From an optimization exercise on the open Yosys and OpenROAD flow, aimed at small area, a short achievable clock period and few clock cycles per item; shortcuts taken in it are not production practice.
No functional check of the RTL was part of any run shown here.
Power figures rest on the tool's default switching activity, not on a simulated workload.

==> flow/design.v (outline; a module is shown in full before it is edited, if it fits) <==
// module mul_fa: 11 lines
// module mul_xor2: 8 lines
// module mul_maj3: 9 lines
// module mul_ha: 10 lines
// module dadda_mul: 1802 lines
module dadda_mul
(
    input  logic        clk,
    input  logic        rst_n,
    input  logic        in_valid,
    input  logic        mode,
    input  logic [15:0] a,
    input  logic [15:0] b,
    output logic        out_valid,
    output logic [15:0] hi,
    output logic [15:0] lo
);
  // ...
==> flow/flow/run.sh <==
#!/bin/bash
# Standard ORFS layout, except that the port buffers are plain buf_1 cells
# (the default choice is a slow delay-buffer cell).
set -euo pipefail
bash standard.sh BUFFER_PORTS_ARGS="-buffer_cell sky130_fd_sc_hd__buf_1" finish > standard.log 2>&1
==> flow/standard.sh <==
#!/bin/bash
# synth_recipe.tcl (not shown) runs the flow's synth.tcl, then flattens the netlist and writes it again
# the make line also repeats each setting of config.mk as NAME=value (left out here)
make -C /OpenROAD-flow-scripts/flow DESIGN_CONFIG=/design/flow/config.mk WORK_HOME=/design/flow/orfs CLKGATE_MAP_FILE= SYNTH_SCRIPT=/design/flow/synth_recipe.tcl "${@:-finish}"
==> flow/config.mk <==
export PLATFORM = sky130hd
export DESIGN_NAME = dadda_mul
export DESIGN_NICKNAME = dadda_mul
export VERILOG_FILES = /design/flow/design.v
export SDC_FILE = /design/flow/constraint.sdc
export NUM_CORES = 4
export LEC_CHECK = 0
export ABC_AREA = 1
export CAP_MARGIN = 20
export CORE_MARGIN = 2
export CORE_UTILIZATION = 50
export CTS_CLUSTER_DIAMETER = 150
export CTS_CLUSTER_SIZE = 30
export SETUP_SLACK_MARGIN = 2.0
export SLEW_MARGIN = 20
export SYNTH_HIERARCHICAL = 1
export SYNTH_MINIMUM_KEEP_SIZE = 0
==> flow/constraint.sdc <==
create_clock -name core_clock -period 4.0 [get_ports {clk}]
set_input_delay 0.8000 -clock core_clock [delete_from_list [all_inputs] [get_ports {clk}]]
set_output_delay 0.8000 -clock core_clock [all_outputs]
set_load 0.01 [all_outputs]
==> metrics.md, run 1 <==
| Metric | Value |
|---|---|
| Status | no timing/DRC/antenna violations |
| Asr flop ratio synth | 0.0163 |
| CP peak stage delay | 0.54 ns |
| Seq. pwr | 3.92 mW |
| Multiplexer share of the synthesized area | 0.00281 |
| # resized after CTS | 151 |
| Comb_multi_in | 711 |
| Leading power group | registers |
| Startpoint Class | flip-flop |
| Final instance area | 14200 µm² |
| CP max FO | 6 |
| Largest class | multi-input combinational cells |
| Iter 0 DRT Violations | 617 |
| Leading cell types in the layout, fill and taps excluded | dfxtp_1 (196), nand2_1 (125), xor2_1 (122), inv_1 (103), fa_1 (90) |
| Signal inverters | 134 |
| I/O pin total | 69 |
| Share of the synthesized area in the top cell type | 0.403 |
| Kind of critical path | flip-flop to flip-flop |
| Post-synth EDFFs | 0 |
| Die W | 159 µm |
| Main combinational cell family by area after synthesis | adder cells |
| Fraction of area in registers | 0.355 |
| DRT Wirelength | 27500 µm |
| Later-pin clock latency in the skew report | 0.48 ns |
| Metal2 WL | 12000 µm |
| Synthesized-area fraction occupied by adder cells | 0.249 |
| Number of max-cap violations | 0 |
| Initial antenna violation count | 0 |
| Synthesized area per cell | 10.5 µm² |
| P_sw | 3.35 mW |
==> run 2: changes to the inputs <==
--- a/flow/config.mk
+++ b/flow/config.mk
@@ -12,5 +12,5 @@
 export CTS_CLUSTER_DIAMETER = 150
 export CTS_CLUSTER_SIZE = 30
-export SETUP_SLACK_MARGIN = 2.0
+export SETUP_SLACK_MARGIN = 2.1
 export SLEW_MARGIN = 20
 export SYNTH_HIERARCHICAL = 1
==> run 2 against run 1 <==
Compared with the run above: clock power about the same; largest cell class unchanged; total power is 2.4% higher; global-route usage fell by 0.21 points; non-clock buffer count up 3; critical path type unchanged; routed wire length is essentially flat; final cell count increased by 0.13%; critical path depth fell by 1; still clean on timing, DRC and antenna.
==> metrics.md, run 2 <==
| Metric | Value |
|---|---|
| Worst setup endpoint | s356_q2 |
| Post-synth EDFFs | 0 (unchanged) |
| RSZ-0062 raised after global routing | yes |
| Synthesized flop and latch total | 246 |
| CP bufs+invs | 1 |
| Largest net degree at the start of global routing | 32 |
| Most frequent cell after synthesis | dfxtp_1 |
| Cells after Synth | 1150 |
| Dpl cell area | 12800 µm² |
| Clock Root Buffer | clkbuf_16 |
| Initial core utilization | 0.511 |
| Clock sinks | 246 |
| FF-to-FF Start | a_11_q1 |
| Initial antenna violation count | 0 (unchanged) |
| Slowest-stage cell, CP | fa_1 |
| Share of layout cells above drive strength 1 | 0.255 |
| Peak VDD IR | 0.383 mV |
| Number of max-cap violations | 0 (unchanged) |
| Final total power | 9.38 mW |
| Asr flop ratio synth | 0.0163 (unchanged) |
| Port buffer count | 68 |
| CP peak stage delay | 0.49 ns (-0.05 ns) |
| Syn Nets | 1361 |
| Post-synth top cells | dfxtp_1 (242), xor2_1 (146), inv_1 (129) |
| Area grow syn2layout | 20.6% |
| Leakage Power | 6.47 nW |
| Clock buffer count from CTS | 12 |
| First-pass GRT wire length | 42500 µm |
| CTS tree | built |
| Worst setup margin | 1.88 ns |
| Max Fclk | 471 MHz |
| Multi-input gate area | 7210 µm² |
| CP max FO | 7 (+1) |
| CP Cell Sequence | clkinvlp_4 -> o22ai_2 -> xor2_1 -> fa_1 -> fa_1 |
| Tightest Hold Check Type | input pin to async pin |
| CTS HTree Levels | 1 |
| Startpoint Class | flip-flop |
| Synth top area cells | dfxtp_1 (40%), fa_1 (18%), xor2_1 (11%) |
| Cell count of the worst reg-to-reg path | 5 |
| TritonRoute pass-1 iters | 5 |
| Sequential area share after synthesis | 0.411 |
| Top delay family on crit path | adder cells |
| Post-synthesis cell area | 12000 µm² |
| Worst clock skew | 0.0328 ns |
| Ys flop type | dfxtp_1 |
| DRT Wirelength | 27500 µm (about the same) |
| Vias in the first global route | 7679 |
| Leading cell types in the layout, fill and taps excluded | dfxtp_1 (184), nand2_1 (125), xor2_1 (115), inv_1 (105), fa_1 (86) |
| Area leader, netlist | dfxtp_1 |
| Die W | 159 µm (unchanged) |
| Hold Buf Count CTS | 0 |
| Post-synth cell types | 29 |
| Via/cell ratio | 5.06 |
| Hpwl dp | 20100 µm |
| Status | no timing/DRC/antenna violations |
| Share of the synthesized area in the top cell type | 0.403 (unchanged) |
| FF-to-FF setup slack | 1.88 ns |
| Main combinational cell family by area after synthesis | adder cells |
| Place WS | 1.44 ns |
| Critical path required time | 4.37 ns |
| Worst-path clk slew | 0.11 ns |
| Sequential cell area | 5070 µm² |
| Via count of the routed design | 7861 |
| Row count | 56 |
| Drt wl/cell | 17.7 µm |
| Crit path from | a_11_q1 |
| Synthesized-area fraction occupied by adder cells | 0.249 (unchanged) |
| Top reg by flops | prod |
| I/O pin total | 69 (unchanged) |
| Antenna Nets Post-Route | 0 |
| Commonest non-fill, non-tap cell in the layout | dfxtp_1 |
| XOR/XNOR Fraction of Synth Area | 0.113 |
| Final instance area | 14500 µm² (+2.0%) |
| Worst setup EP type | flip-flop |
| Multiplexer share of the synthesized area | 0.00281 (unchanged) |
| Fin crit period | 2.12 ns |
| FF-to-FF End | s356_q2 |
| Synth Warn # | 7 |
| Routability cong. | 0.952 |
| Final hold violations | 0 |
| GRT Overall Usage | 0.213 |
| Most frequent cell on the critical path | fa_1 |
| Bufs on Longest Clock Path | 3 |
| Later-pin clock latency in the skew report | 0.49 ns (about the same) |
| GR Overflow Total | 0 |
| Largest registers | prod: 32 flops, vld: 4 flops |
| Kind of critical path | flip-flop to flip-flop |
| Simple-gate share of the synthesized area | 0.0717 |
| Compound-cell area share of the yosys netlist | 0.0883 |
| Die height | 159 µm |
| Synthesized area per cell | 10.5 µm² (unchanged) |
| Worst Path Arrival | 2.49 ns |
| Power density cells | 647 nW/µm² |
| Nets | 1446 |
| Tcrit/Tclk final | 0.531 |
| FILL cells | 1983 |
| Crit path depth | 5 |
| Final slew viol count | 0 |
| Max reg flops | 32 |
| Diode count | 0 |
| Setup Viol. Count Final | 0 |
| Core ar. | 23500 µm² |
| DRC | 0 |
| Worst relative slew slack | 0.712 |
| Iter 0 DRT Violations | 498 (-19%) |
| Die area | 25300 µm² |
| Final setup TNS | 0 ns |
| Slew @ Worst Pin | 0.430 ns |
run 2: cell counts after synthesis:
Identical to the previous run, type by type.
run 2: layout make-up:
cell class / count / share of cell area
Inverter: 133 / 0.0389
Tap cell: 319 / 0.0275
Sequential cell: 246 / 0.350
Timing Repair Buffer: 131 / 0.0617
Clock inverter: 1 / 0.00207
Multi-Input combinational cell: 711 / 0.497
Clock buffer: 14 / 0.0227
run 2: per-module statistics from Yosys (local to each module, per instance):
module	copies in the design	flip-flops and latches	cell area [µm²]
dadda_mul	1	246	9490
mul_ha	31	0	12.5
mul_fa	107	0	20.0
run 2: worst min path at each step:
stage | from | endpoint | slack (ns) | depth (start not counted)
after floorplan | g487_q2 | g487_q3 | 0.31 | 0
after detailed placement | p486_q3 | prod[0] | 0.31 | 0
after global placement | s198_q2 | s198_q3 | 0.31 | 0
final | rst_n | vld[1] | 0.11 | 1
after CTS | rst_n | vld[0] | 0.09 | 1
after global routing | rst_n | vld[2] | 0.1 | 1
run 2: where the power goes:
group	switching [mW]	internal, mW
clock network	0.759	0.605
registers	0.526	3.41
logic	2.16	1.92
run 2: per-layer routing:
metal,up-vias,part of all wire,GRT usage
met5,-,0,0
met4,0,0.024,0.0450
met3,51,0.064,0.0320
met2,296,0.44,0.330
met1,3705,0.48,0.318
li1,3809,-,-
run 2: cell families after synthesis:
kind of cell / after synthesis
DFF: 246
and+or+nand+nor: 206
buffers and inverters: 193
adders and majority gates: 175
AOI/OAI and AO/OA: 172
xor gates and xnor gates: 155
muxes: 3
run 2: repair_timing:
action | in CTS | in global routing
cloned | 0 | 0
buffers inserted | 16 | 41
resized for setup | 112 | 101
endpoints found under the setup margin | 85 | 71
pin swaps | 41 | 56
run 2: per-stage QoR:
step | hold slack, ns | std cells | util
after global routing | 0.0965 | 1555 | 0.616
final | 0.113 | 1555 | 0.616
after floorplan | 0.310 | 1150 | -
after global placement | 0.312 | 1483 | 0.544
after detailed placement | 0.314 | 1483 | 0.544
after CTS | 0.0925 | 1514 | 0.578

## what the ideal ports hide
In the flow no input, the clock included, has a driving cell. The finished layouts below were timed again as built, in two steps.
Step 1 assumes that a clkbuf_16 drives the clock port and a buf_2 every other input.
Step 2, shift: input delay + t, output delay - t, t = (earliest + latest rising clock arrival at the registers) / 2. This alone moves slack from input paths to output paths.
Slacks: ideal ports / drivers / drivers and shift; pairs: ideal ports / drivers.
run | t (ns) | setup slack, ns | worst setup path after step 2 | clock arrival spread, ns | slew at the worst register clock pin (ns)
run 1 | 0.515 | 1.789 / 1.789 / 1.789 | register to register | 0.032 / 0.032 | 0.11 / 0.11
run 2 | 0.520 | 1.878 / 1.878 / 1.878 | register to register | 0.033 / 0.033 | 0.11 / 0.11
After both steps every run listed still meets setup and hold.
